From an optimization exercise on the open Yosys and OpenROAD flow, aimed at small area and a short achievable clock period; shortcuts taken in it are not production practice. RTL that was checked went through simulation tests only; none was proved equivalent to the original. Power is estimated from default activity; no workload was simulated.

indigo:
==> flow/design.v <==
package data_mem_responder_pkg;
   localparam int ADDR_W_DEF = 6;
   localparam int DATA_W_DEF = 32;
   localparam int TAP_STEP   = 3;
endpackage
import data_mem_responder_pkg::*;
module data_mem_responder_array #(
   parameter int ADDR_W = ADDR_W_DEF,
   parameter int DATA_W = DATA_W_DEF
) (
   input  logic                   clk,
   input  logic [2**ADDR_W-1:0]   we_i,     
   input  logic [2**ADDR_W-1:0]   hold_i,   
   input  logic [DATA_W-1:0]      wdata_i,
   input  logic [2**ADDR_W/2-1:0] rsel_i,   
   input  logic                   rinv_i,   
   output logic [DATA_W-1:0]      rdata_o
);
   localparam int N = 2**ADDR_W;
   logic [DATA_W-1:0] slot_q [N];
   logic [DATA_W-1:0] rd_pos, rd_neg;
   function automatic logic inverted(input int s);
      inverted = ((s / TAP_STEP + 1) % 2) == 1;
   endfunction
   for (genvar s = 0; s < N; s++) begin : g_slot
      if (s % TAP_STEP == 0) begin : g_tap
         logic [DATA_W-1:0] wd;
         assign wd = inverted(s) ? wdata_i : ~wdata_i;
         always_ff @(posedge clk)
            slot_q[s] <= ~(({DATA_W{we_i[s]}} & wd) | ({DATA_W{hold_i[s]}} & slot_q[(s + N - 1) % N]));
      end else begin : g_pass
         always_ff @(posedge clk)
            slot_q[s] <= slot_q[(s + N - 1) % N];
      end
   end
   always_comb begin
      rd_pos = '0;
      rd_neg = '0;
      for (int k = 0; k < N/2; k++)
         if (inverted(2*k)) rd_neg = rd_neg | (slot_q[2*k] & {DATA_W{rsel_i[k]}});
         else               rd_pos = rd_pos | (slot_q[2*k] & {DATA_W{rsel_i[k]}});
   end
   assign rdata_o = rd_pos | ({DATA_W{rinv_i}} & ~rd_neg);
endmodule
import data_mem_responder_pkg::*;
module data_mem_responder #(
   parameter int ADDR_W      = ADDR_W_DEF,
   parameter int DATA_W      = DATA_W_DEF,
   parameter int WAIT_CYCLES = 2
) (
   input  logic                 clk,
   input  logic                 rst,
   input  logic                 req,
   input  logic                 we,
   input  logic [ADDR_W+1:0]    addr,
   input  logic [DATA_W-1:0]    wdata,
   output logic [DATA_W-1:0]    rdata,
   output logic                 ack,
   output logic                 err,
   output logic                 busy
);
   localparam int N = 2**ADDR_W;
   logic              busy_q, w1_q, ack_q, err_q;
   logic              we_q, mis_q;
   logic              st_q;        
   logic              pend_q;      
   logic [ADDR_W-1:0] phase_q, pos_q, pos_d;
   logic [ADDR_W-1:0] posn_q;          
   logic [ADDR_W-1:0] hpos_q, hpos_d;  
   logic              ld_ring_q, ld_buf_q;  
   logic              g_ring, g_buf, g_hold;
   logic [N-1:0]      hit, nhit;
   logic              anyhit;
   logic [N/2-1:0]    rsel_q, rsel_d;  
   logic              rinv_q, rinv_d;
   logic [DATA_W-1:0] buf_q;
   logic [DATA_W-1:0] rdata_q, ring_rdata;
   logic              accept, done, wr;
   function automatic logic inverted(input int s);
      inverted = ((s / TAP_STEP + 1) % 2) == 1;
   endfunction
   function automatic logic [N-1:0] rinv_table(input int n);
      logic [N-1:0] t;
      for (int s = 0; s < n; s++) t[s] = (s % 2 == 0) && (((s / TAP_STEP + 1) % 2) == 1);
      rinv_table = t;
   endfunction
   localparam logic [N-1:0] RINV = rinv_table(N);
   assign accept = req & ~busy_q;
   assign done   = req & rst & w1_q;                  
   assign wr     = (done & st_q) | pend_q;            
   assign g_ring = done & ld_ring_q;
   assign g_buf  = done & ld_buf_q;
   assign g_hold = ~done | (we_q & ~mis_q);
   data_mem_responder_array #(.ADDR_W(ADDR_W), .DATA_W(DATA_W)) u_array (
      .clk     (clk),
      .we_i    (hit & {N{wr}}),
      .hold_i  (nhit | {N{~wr}}),
      .wdata_i (buf_q),
      .rsel_i  (rsel_q),
      .rinv_i  (rinv_q),
      .rdata_o (ring_rdata)
   );
   assign pos_d  = accept ? (addr[ADDR_W+1:2] + phase_q) : (pos_q + 1'b1);
   assign hpos_d = accept ? (addr[ADDR_W+1:2] + (phase_q + 1'b1)) : (pos_q + 2'd2);
   always_comb begin
      anyhit = 1'b0;
      for (int s = 0; s < N; s++) begin
         hit[s]  = (s % TAP_STEP == 0) && (hpos_q == ADDR_W'(s));
         nhit[s] = !((s % TAP_STEP == 0) && (~posn_q == ADDR_W'(s - 1)));
         anyhit  = anyhit | hit[s];
      end
      for (int k = 0; k < N/2; k++)
         rsel_d[k] = (pos_d == ADDR_W'(2*k));
      rinv_d = RINV[pos_d];
   end
   always_ff @(posedge clk) begin
      phase_q  <= phase_q + 1'b1;
      pos_q    <= pos_d;
      posn_q   <= ~pos_d;
      hpos_q   <= hpos_d;
      ld_ring_q <= ~mis_q & ~we_q & pos_q[0];
      ld_buf_q  <= ~mis_q & ~we_q & ~pos_q[0];
      rsel_q   <= rsel_d;
      rinv_q   <= rinv_d;
      pend_q   <= wr & ~anyhit;
      if (accept) begin
         we_q  <= we;
         mis_q <= (addr[1:0] != 2'b00);
         buf_q <= wdata;
      end else if (!we_q) begin
         buf_q <= ring_rdata;
      end
   end
   always_ff @(posedge clk) begin
      if (!rst) begin
         busy_q  <= 1'b0;
         w1_q    <= 1'b0;
         ack_q   <= 1'b0;
         st_q    <= 1'b0;
         err_q   <= 1'b0;
         rdata_q <= '0;
      end else begin
         busy_q <= req;
         w1_q   <= req & busy_q & ~w1_q & ~ack_q;
         ack_q  <= req & (w1_q | ack_q);
         st_q   <= req & (accept ? (we & (addr[1:0] == 2'b00)) : (st_q & ~w1_q & ~ack_q));
         rdata_q <= ({DATA_W{g_ring}} & ring_rdata) | ({DATA_W{g_buf}} & buf_q) |
                    ({DATA_W{g_hold}} & rdata_q);
         if (done) begin
            err_q <= mis_q;
         end else if (ack_q && !req) begin
            err_q <= 1'b0;
         end
      end
   end
   assign ack   = ack_q;
   assign busy  = busy_q;
   assign err   = err_q;
   assign rdata = rdata_q;
endmodule
clock: 4.5 ns
lec_check: 0
cap_margin: 20
core_margin: 2
core_utilization: 40
cts_cluster_diameter: 100
cts_cluster_size: 24
setup_slack_margin: 2.3
slew_margin: 20
run.sh (not shown) runs the stock make flow with config.mk's settings and CLKGATE_MAP_FILE= SYNTH_SCRIPT=/design/flow/synth_recipe.tcl, a recipe that flattens the netlist after the stock synthesis.
Modified inputs, juniper compared to indigo
--- a/flow/design.v
+++ b/flow/design.v
@@ -106,7 +106,7 @@
       anyhit = 1'b0;
       for (int s = 0; s < N; s++) begin
          hit[s]  = (s % TAP_STEP == 0) && (hpos_q == ADDR_W'(s));
-         nhit[s] = !((s % TAP_STEP == 0) && (~posn_q == ADDR_W'(s - 1)));
+         nhit[s] = !((s % TAP_STEP == 0) && (posn_q == ~ADDR_W'(s - 1)));
          anyhit  = anyhit | hit[s];
       end
       for (int k = 0; k < N/2; k++)
==> comparison <==
- indigo has higher total inserted antenna cells than juniper.
- Via count of indigo is on par with juniper.
- Comparing indigo and juniper, the higher critical path's largest stage delay is on juniper.
- Every stage of the flow completed for juniper, and the final layout passed the timing, DRC and antenna checks.
- When juniper is set beside indigo, its finished layout cell area turns out to be 0.32% smaller.
- Die footprint delta (juniper -> indigo): insignificant
- Side by side, total of clock buffers placed in the layout turned out lower in juniper than in indigo.
- Between indigo and juniper, the difference in power is negligible.
- Any difference in maximum frequency between juniper and indigo is small enough to ignore.
- Per the comparison of juniper with indigo, wire length moved up, synthesized cell count level, clock latency on the worst-skew pair level.
- There was hardly any difference in clock tree cell share of total cell area between juniper and indigo.
- Compared with indigo, total met2 wirelength after detailed routing in juniper decreased slightly.
For juniper, only the layout was checked, not whether the RTL still works.

== job 2876 ==
RTL: the design.v shown in full above, as it stands there.
Settings: LEC_CHECK=0, CAP_MARGIN=20, CORE_MARGIN=2, CORE_UTILIZATION=40, CTS_CLUSTER_DIAMETER=100, CTS_CLUSTER_SIZE=30, SETUP_SLACK_MARGIN=2.3, SLEW_MARGIN=20; clock period 4.5 ns.
Job 2876 ended with every stage complete and zero timing, DRC or antenna violations.
#### Input delta (job 1536 over job 2876)
-- flow/design.v --
<<< job 2876, line 67
   logic [ADDR_W-1:0] phase_q, pos_q, pos_d;
   logic [ADDR_W-1:0] posn_q;          
   logic [ADDR_W-1:0] hpos_q, hpos_d;  
   logic              ld_ring_q, ld_buf_q;  
   logic              g_ring, g_buf, g_hold;
   logic [N-1:0]      hit, nhit;
   logic              anyhit;
>>> job 1536, line 67
   logic [ADDR_W-1:0] phase_q, pos_q, pos_d;
   logic [ADDR_W-1:0] posn_q;          
   logic [N-1:0]      hit, nhit;
   logic              anyhit;
<<< job 2876, line 89
   assign done   = req & rst & w1_q;                  
   assign wr     = (done & st_q) | pend_q;            
   assign g_ring = done & ld_ring_q;
   assign g_buf  = done & ld_buf_q;
   assign g_hold = ~done | (we_q & ~mis_q);
   data_mem_responder_array #(.ADDR_W(ADDR_W), .DATA_W(DATA_W)) u_array (
      .clk     (clk),
>>> job 1536, line 86
   assign done   = req & rst & w1_q;                  
   assign wr     = (done & st_q) | pend_q;            
   data_mem_responder_array #(.ADDR_W(ADDR_W), .DATA_W(DATA_W)) u_array (
      .clk     (clk),
<<< job 2876, line 101
      .rdata_o (ring_rdata)
   );
   assign pos_d  = accept ? (addr[ADDR_W+1:2] + phase_q) : (pos_q + 1'b1);
   assign hpos_d = accept ? (addr[ADDR_W+1:2] + (phase_q + 1'b1)) : (pos_q + 2'd2);
   always_comb begin
      anyhit = 1'b0;
      for (int s = 0; s < N; s++) begin
         hit[s]  = (s % TAP_STEP == 0) && (hpos_q == ADDR_W'(s));
         nhit[s] = !((s % TAP_STEP == 0) && (~posn_q == ADDR_W'(s - 1)));
         anyhit  = anyhit | hit[s];
      end
>>> job 1536, line 95
      .rdata_o (ring_rdata)
   );
   assign pos_d = accept ? (addr[ADDR_W+1:2] + phase_q) : (pos_q + 1'b1);
   always_comb begin
      anyhit = 1'b0;
      for (int s = 0; s < N; s++) begin
         hit[s]  = (s % TAP_STEP == 0) && (pos_q == ADDR_W'(s - 1));
         nhit[s] = !((s % TAP_STEP == 0) && (posn_q == ~ADDR_W'(s - 1)));
         anyhit  = anyhit | hit[s];
      end
<<< job 2876, line 118
      pos_q    <= pos_d;
      posn_q   <= ~pos_d;
      hpos_q   <= hpos_d;
      ld_ring_q <= ~mis_q & ~we_q & pos_q[0];
      ld_buf_q  <= ~mis_q & ~we_q & ~pos_q[0];
      rsel_q   <= rsel_d;
      rinv_q   <= rinv_d;
>>> job 1536, line 111
      pos_q    <= pos_d;
      posn_q   <= ~pos_d;
      rsel_q   <= rsel_d;
      rinv_q   <= rinv_d;
<<< job 2876, line 145
         ack_q  <= req & (w1_q | ack_q);
         st_q   <= req & (accept ? (we & (addr[1:0] == 2'b00)) : (st_q & ~w1_q & ~ack_q));
         rdata_q <= ({DATA_W{g_ring}} & ring_rdata) | ({DATA_W{g_buf}} & buf_q) |
                    ({DATA_W{g_hold}} & rdata_q);
         if (done) begin
            err_q <= mis_q;
         end else if (ack_q && !req) begin
            err_q <= 1'b0;
>>> job 1536, line 135
         ack_q  <= req & (w1_q | ack_q);
         st_q   <= req & (accept ? (we & (addr[1:0] == 2'b00)) : (st_q & ~w1_q & ~ack_q));
         if (done) begin
            err_q <= mis_q;
            if (mis_q) rdata_q <= '0;
            else if (!we_q) rdata_q <= pos_q[0] ? buf_q : ring_rdata;
         end else if (ack_q && !req) begin
            err_q <= 1'b0;
### Flow results
Job 1536 vs job 2876 — net switching power figure climbed by a few percent
Fmax: job 1536 above job 2876
Job 1536 vs. job 2876: clock tree skew after final layout grew by 0.012 ns, fraction of area in registers shrank by 0.69 points, final-layout non-clock buffer area share grew by 0.69 points, global-route wire length before repair grew by about 1.1%.
Taking job 2876 as the reference point, the clock power share of job 1536 falls by 0.4 points.
Final setup slack of the worst path: job 1536 vs job 2876 up 0.028 ns
Area of the core: job 2876 vs job 1536 — no meaningful difference
The run showing the smaller detailed router's first-iteration violation count is job 2876.
Job 1536 vs. job 2876: largest fanout on the critical path went up by 2.
Only the layout flow was run in job 1536; the RTL was not checked for function there.

// data_mem_responder: RTL as listed in full above, without the edits since
==> flow/config.mk <==
export PLATFORM = sky130hd
export DESIGN_NAME = data_mem_responder
export DESIGN_NICKNAME = data_mem_responder
export VERILOG_FILES = /design/flow/design.v
export SDC_FILE = /design/flow/constraint.sdc
export NUM_CORES = 4
export LEC_CHECK = 0
export CAP_MARGIN = 20
export CORE_MARGIN = 2
export CORE_UTILIZATION = 40
export CTS_CLUSTER_DIAMETER = 100
export CTS_CLUSTER_SIZE = 24
export SETUP_SLACK_MARGIN = 2.4
export SLEW_MARGIN = 20
==> flow/constraint.sdc <==
create_clock -name core_clock -period 4.5 [get_ports {clk}]
set_input_delay 0.9000 -clock core_clock [delete_from_list [all_inputs] [get_ports {clk}]]
set_output_delay 0.9000 -clock core_clock [all_outputs]
set_load 0.01 [all_outputs]
Edit:
--- a/flow/design.v
+++ b/flow/design.v
@@ -12,13 +12,11 @@
    input  logic [2**ADDR_W-1:0]   we_i,     
    input  logic [2**ADDR_W-1:0]   hold_i,   
    input  logic [DATA_W-1:0]      wdata_i,
-   input  logic [2**ADDR_W/2-1:0] rsel_i,   
-   input  logic                   rinv_i,   
+   input  logic [2**ADDR_W/2-1:0] rsel_i,
    output logic [DATA_W-1:0]      rdata_o
 );
    localparam int N = 2**ADDR_W;
    logic [DATA_W-1:0] slot_q [N];
-   logic [DATA_W-1:0] rd_pos, rd_neg;
    function automatic logic inverted(input int s);
       inverted = ((s / TAP_STEP + 1) % 2) == 1;
    endfunction
@@ -34,13 +32,11 @@
       end
    end
    always_comb begin
-      rd_pos = '0;
-      rd_neg = '0;
+      rdata_o = '0;
       for (int k = 0; k < N/2; k++)
-         if (inverted(2*k)) rd_neg = rd_neg | (slot_q[2*k] & {DATA_W{rsel_i[k]}});
-         else               rd_pos = rd_pos | (slot_q[2*k] & {DATA_W{rsel_i[k]}});
+         if (inverted(2*k)) rdata_o = rdata_o | ~(slot_q[2*k] | {DATA_W{rsel_i[k]}});
+         else               rdata_o = rdata_o | (slot_q[2*k] & {DATA_W{rsel_i[k]}});
    end
-   assign rdata_o = rd_pos | ({DATA_W{rinv_i}} & ~rd_neg);
 endmodule
 import data_mem_responder_pkg::*;
 module data_mem_responder #(
@@ -71,20 +67,13 @@
    logic              g_ring, g_buf, g_hold;
    logic [N-1:0]      hit, nhit;
    logic              anyhit;
-   logic [N/2-1:0]    rsel_q, rsel_d;  
-   logic              rinv_q, rinv_d;
+   logic [N/2-1:0]    rsel_q, rsel_d;
    logic [DATA_W-1:0] buf_q;
    logic [DATA_W-1:0] rdata_q, ring_rdata;
    logic              accept, done, wr;
    function automatic logic inverted(input int s);
       inverted = ((s / TAP_STEP + 1) % 2) == 1;
    endfunction
-   function automatic logic [N-1:0] rinv_table(input int n);
-      logic [N-1:0] t;
-      for (int s = 0; s < n; s++) t[s] = (s % 2 == 0) && (((s / TAP_STEP + 1) % 2) == 1);
-      rinv_table = t;
-   endfunction
-   localparam logic [N-1:0] RINV = rinv_table(N);
    assign accept = req & ~busy_q;
    assign done   = req & rst & w1_q;                  
    assign wr     = (done & st_q) | pend_q;            
@@ -97,7 +86,6 @@
       .hold_i  (nhit | {N{~wr}}),
       .wdata_i (buf_q),
       .rsel_i  (rsel_q),
-      .rinv_i  (rinv_q),
       .rdata_o (ring_rdata)
    );
    assign pos_d  = accept ? (addr[ADDR_W+1:2] + phase_q) : (pos_q + 1'b1);
@@ -110,8 +98,7 @@
          anyhit  = anyhit | hit[s];
       end
       for (int k = 0; k < N/2; k++)
-         rsel_d[k] = (pos_d == ADDR_W'(2*k));
-      rinv_d = RINV[pos_d];
+         rsel_d[k] = (pos_d == ADDR_W'(2*k)) ^ inverted(2*k);
    end
    always_ff @(posedge clk) begin
       phase_q  <= phase_q + 1'b1;
@@ -121,7 +108,6 @@
       ld_ring_q <= ~mis_q & ~we_q & pos_q[0];
       ld_buf_q  <= ~mis_q & ~we_q & ~pos_q[0];
       rsel_q   <= rsel_d;
-      rinv_q   <= rinv_d;
       pend_q   <= wr & ~anyhit;
       if (accept) begin
          we_q  <= we;
After rerunning:
- core utilization goes up by 0.94 points
- worst hold slack is better by 0.013 ns
- die area is about the same
- routed wire length is about the same
- power is higher by 1.3%
- design area grows by 1.9%
- synthesized cell count rose by 2.2%
- cell count goes up by 3.5%
Function not checked in the second run of this note: the RTL went through the layout flow alone.

-- separate check: timing with driven ports --
No port has a modelled driver above. Below, the same layouts with a new extraction and two added sets of constraints.
Step 1, drivers: a clkbuf_16 drives clk and a buf_2 each remaining input, both assumed.
Step 2 times the ports against the registers' clock, not the clock port: input delays grow and output delays shrink by t, the midpoint of the rising clock arrivals with the driver on.
a / b / c = ideal ports / drivers / drivers and shift; a / b = the first two.
| run | t, ns | setup slack, ns | clock arrival spread, ns | worst register clock-pin slew, ns |
|---|---|---|---|---|
| indigo | 0.830 | 2.243 / 2.239 / 1.508 | 0.041 / 0.042 | 0.10 / 0.10 |
| juniper | 0.811 | 2.242 / 2.242 / 1.510 | 0.062 / 0.062 | 0.10 / 0.10 |
| job 2876 | 0.825 | 2.244 / 2.245 / 1.481 | 0.045 / 0.044 | 0.12 / 0.12 |
| job 1536 | 0.788 | 2.271 / 2.255 / 1.527 | 0.063 / 0.062 | 0.12 / 0.12 |
| the first run of note 3 | 0.826 | 2.304 / 2.227 / 1.567 | 0.046 / 0.046 | 0.10 / 0.10 |
| the second run of note 3 | 0.820 | 2.280 / 2.276 / 1.536 | 0.034 / 0.034 | 0.10 / 0.10 |
After both steps every run listed still meets setup and hold. For job 2876, which loses most, drivers alone change the setup slack by +0.001 ns; drivers and shift together by -0.763 ns.
